What follows belongs to an exercise in optimizing a design on an open flow for small area; a production flow would make more cautious choices.
Function was checked by simulation only, so behaviour that the tests miss may differ from the original.
Power and IR drop assume default switching activity.

exp/garnet:
==> module round_key_bank, before the edit <==
module round_key_bank #(
  parameter int unsigned WIDTH = 128,
  parameter int unsigned DEPTH = 10,
  parameter int unsigned BANKS = 2,
  localparam int unsigned AW = (DEPTH > 1) ? $clog2(DEPTH) : 1,
  localparam int unsigned BW = (BANKS > 1) ? $clog2(BANKS) : 1
) (
  input  logic             i_clk,
  input  logic             i_rst,
  input  logic             i_wr_start,
  input  logic [BW-1:0]    i_wr_bank,
  input  logic             i_wr_valid,
  input  logic [WIDTH-1:0] i_wr_data,
  output logic             o_wr_ready,
  input  logic             i_zeroize,
  input  logic             i_rd_en,
  input  logic [BW-1:0]    i_rd_bank,
  input  logic [AW-1:0]    i_rd_addr,
  output logic [WIDTH-1:0] o_rd_data,
  output logic             o_rd_valid,
  output logic             o_rd_err,
  output logic [BANKS-1:0] o_bank_ready,
  output logic             o_busy
);
  localparam int unsigned NENT = BANKS * DEPTH;
  localparam int unsigned CW   = (NENT > 1) ? $clog2(NENT) : 1;
  logic             r_load;
  logic             r_zero;
  logic [BW-1:0]    r_bank;
  logic [CW-1:0]    r_cnt;
  logic [BANKS-1:0] r_bank_ready;
  logic             r_rd_valid;
  logic             r_rd_err;
  logic [NENT-1:0]  r_rd_nsel;
  logic             r_rd_ph;
  logic [NENT-1:0]  w_rd_sel;
  logic [WIDTH:0]   r_mem [BANKS][DEPTH];
  logic             w_beat;
  logic             w_clr;
  logic [WIDTH:0]   w_wd;
  logic [WIDTH-1:0] w_word;
  assign o_wr_ready   = r_load;
  assign o_busy       = r_load | r_zero;
  assign o_bank_ready = r_bank_ready;
  assign o_rd_valid   = r_rd_valid;
  assign o_rd_err     = r_rd_err;
  assign w_beat = r_load & i_wr_valid & ~i_zeroize;
  assign w_clr  = r_zero;
  assign w_wd   = {1'b0, i_wr_data};
  always_ff @(posedge i_clk or posedge i_rst) begin
    if (i_rst) begin
      r_load       <= 1'b0;
      r_zero       <= 1'b0;
      r_bank       <= '0;
      r_cnt        <= '0;
      r_bank_ready <= '0;
    end else begin
      if (r_zero) begin
        if (r_cnt == CW'(NENT - 1)) begin
          r_cnt  <= '0;
          r_zero <= 1'b0;
        end else begin
          r_cnt <= r_cnt + CW'(1);
        end
      end else if (i_zeroize) begin
        r_zero       <= 1'b1;
        r_load       <= 1'b0;
        r_cnt        <= '0;
        r_bank_ready <= '0;
      end else if (r_load) begin
        if (i_wr_valid) begin
          if (r_cnt == CW'(DEPTH - 1)) begin
            r_cnt                <= '0;
            r_load               <= 1'b0;
            r_bank_ready[r_bank] <= 1'b1;
          end else begin
            r_cnt <= r_cnt + CW'(1);
          end
        end
      end else if (i_wr_start && (32'(i_wr_bank) < BANKS)) begin
        r_load                  <= 1'b1;
        r_bank                  <= i_wr_bank;
        r_cnt                   <= '0;
        r_bank_ready[i_wr_bank] <= 1'b0;
      end
    end
  end
  for (genvar b = 0; b < BANKS; b++) begin : g_bank
    logic w_load_b;
    logic w_sh;
    logic w_hd;
    assign w_load_b = w_beat & (r_bank == BW'(b));
    assign w_sh     = w_load_b | w_clr;
    assign w_hd     = ~w_load_b | w_clr;
    always_ff @(posedge i_clk) begin
      for (int k = 0; k < DEPTH - 1; k++)
        r_mem[b][k] <= ~((r_mem[b][k] | {(WIDTH+1){w_sh}}) & (r_mem[b][k+1] | {(WIDTH+1){w_hd}}));
      r_mem[b][DEPTH-1] <= ~((r_mem[b][DEPTH-1] | {(WIDTH+1){w_sh}}) & (w_wd | {(WIDTH+1){w_hd}}));
    end
  end
  always_ff @(posedge i_clk or posedge i_rst) begin
    if (i_rst) r_rd_valid <= 1'b0;
    else       r_rd_valid <= i_rd_en;
  end
  always_comb begin
    for (int b = 0; b < BANKS; b++)
      for (int k = 0; k < DEPTH; k++)
        w_rd_sel[b*DEPTH+k] = r_bank_ready[b] && (32'(i_rd_bank) == b) && (32'(i_rd_addr) == k);
  end
  always_ff @(posedge i_clk) begin
    r_rd_err <= ~((32'(i_rd_bank) < BANKS) && (32'(i_rd_addr) < DEPTH) && r_bank_ready[i_rd_bank]);
    r_rd_nsel <= ~w_rd_sel;
    r_rd_ph  <= 1'b1;
    for (int b = 0; b < BANKS; b++)
      for (int k = 0; k < DEPTH; k++)
        if (w_rd_sel[b*DEPTH+k]) r_rd_ph <= ~r_mem[b][k][WIDTH];
  end
  always_comb begin
    w_word = '1;
    for (int b = 0; b < BANKS; b++)
      for (int k = 0; k < DEPTH; k++)
        w_word = w_word & (r_mem[b][k][WIDTH-1:0] | {WIDTH{r_rd_nsel[b*DEPTH+k]}});
  end
  assign o_rd_data = w_word ^ {WIDTH{r_rd_ph}};
endmodule
export LEC_CHECK = 0
export CAP_MARGIN = 20
export CORE_MARGIN = 2
export CORE_UTILIZATION = 50
export CTS_CLUSTER_DIAMETER = 100
export CTS_CLUSTER_SIZE = 30
export PLACE_DENSITY = 0.6
export SLEW_MARGIN = 20
create_clock -name core_clock -period 4.0 [get_ports {i_clk}]
standard.sh (not shown) runs the stock make flow with config.mk's settings and CLKGATE_MAP_FILE= SYNTH_SCRIPT=/design/flow/synth_recipe.tcl, a recipe that flattens the netlist after the stock synthesis.
==> flow/flow/run.sh <==
#!/bin/bash
# Layout: the standard flow (standard.sh: standard synthesis, floorplan, power grid,
# placement, CTS, routing), with one change: the buffers that buffer_ports puts on every
# input and output port are sky130_fd_sc_hd__buf_1 instead of the default delay buffer.
# make's output goes to flow_make.log here; ORFS keeps each step's log under orfs/logs/.
set -euo pipefail
bash standard.sh "BUFFER_PORTS_ARGS=-buffer_cell sky130_fd_sc_hd__buf_1" finish > flow_make.log 2>&1
> inputs changed (exp/garnet -> exp/indigo)
--- a/flow/design.v
+++ b/flow/design.v
@@ -31,7 +31,7 @@
   logic [BANKS-1:0] r_bank_ready;
   logic             r_rd_valid;
   logic             r_rd_err;
-  logic [NENT-1:0]  r_rd_nsel;
+  logic [NENT-1:0]  r_rd_sel;
   logic             r_rd_ph;
   logic [NENT-1:0]  w_rd_sel;
   logic [WIDTH:0]   r_mem [BANKS][DEPTH];
@@ -109,17 +109,17 @@
   end
   always_ff @(posedge i_clk) begin
     r_rd_err <= ~((32'(i_rd_bank) < BANKS) && (32'(i_rd_addr) < DEPTH) && r_bank_ready[i_rd_bank]);
-    r_rd_nsel <= ~w_rd_sel;
-    r_rd_ph  <= 1'b1;
+    r_rd_sel <= w_rd_sel;
+    r_rd_ph  <= 1'b0;
     for (int b = 0; b < BANKS; b++)
       for (int k = 0; k < DEPTH; k++)
         if (w_rd_sel[b*DEPTH+k]) r_rd_ph <= ~r_mem[b][k][WIDTH];
   end
   always_comb begin
-    w_word = '1;
+    w_word = '0;
     for (int b = 0; b < BANKS; b++)
       for (int k = 0; k < DEPTH; k++)
-        w_word = w_word & (r_mem[b][k][WIDTH-1:0] | {WIDTH{r_rd_nsel[b*DEPTH+k]}});
+        w_word = w_word | ({WIDTH{r_rd_sel[b*DEPTH+k]}} & r_mem[b][k][WIDTH-1:0]);
   end
-  assign o_rd_data = w_word ^ {WIDTH{r_rd_ph}};
+  assign o_rd_data = w_word[WIDTH-1:0] ^ {WIDTH{r_rd_ph}};
 endmodule
Findings:
- exp/indigo has wire length above what exp/garnet had.
- Total standard cell area after synthesis sits lower in exp/indigo than in exp/garnet.
- Compared with exp/garnet, exp/indigo shows a lower weighted congestion reported at the end of routability-driven placement.
- Summary of exp/indigo over exp/garnet: proportion of total power due to net switching went down 0.38 points, share of power burned in combinational logic went down 2.0 points.

-- separate check: timing with driven ports --
No port has a modelled driver above. Below, the same layouts with a new extraction and two added sets of constraints.
Step 1 sets driving cells, clkbuf_16 on the clock port and buf_2 on the other inputs (assumed; they add their load-dependent delay and slew).
Step 2 times the ports against the registers' clock, not the clock port: input delays grow and output delays shrink by t, the midpoint of the rising clock arrivals with the driver on.
Slacks: ideal / step 1 / step 2; pairs: ideal / step 1.
run | t (ns) | setup slack, ns | worst setup path after step 2 | cell pins on the clock port's net
exp/garnet | 0.865 | 0.120 / 0.024 / 0.889 | register to output | 1
exp/indigo | 0.844 | 0.044 / -0.045 / 0.799 | register to output | 1
After both steps every run listed still meets setup and hold.
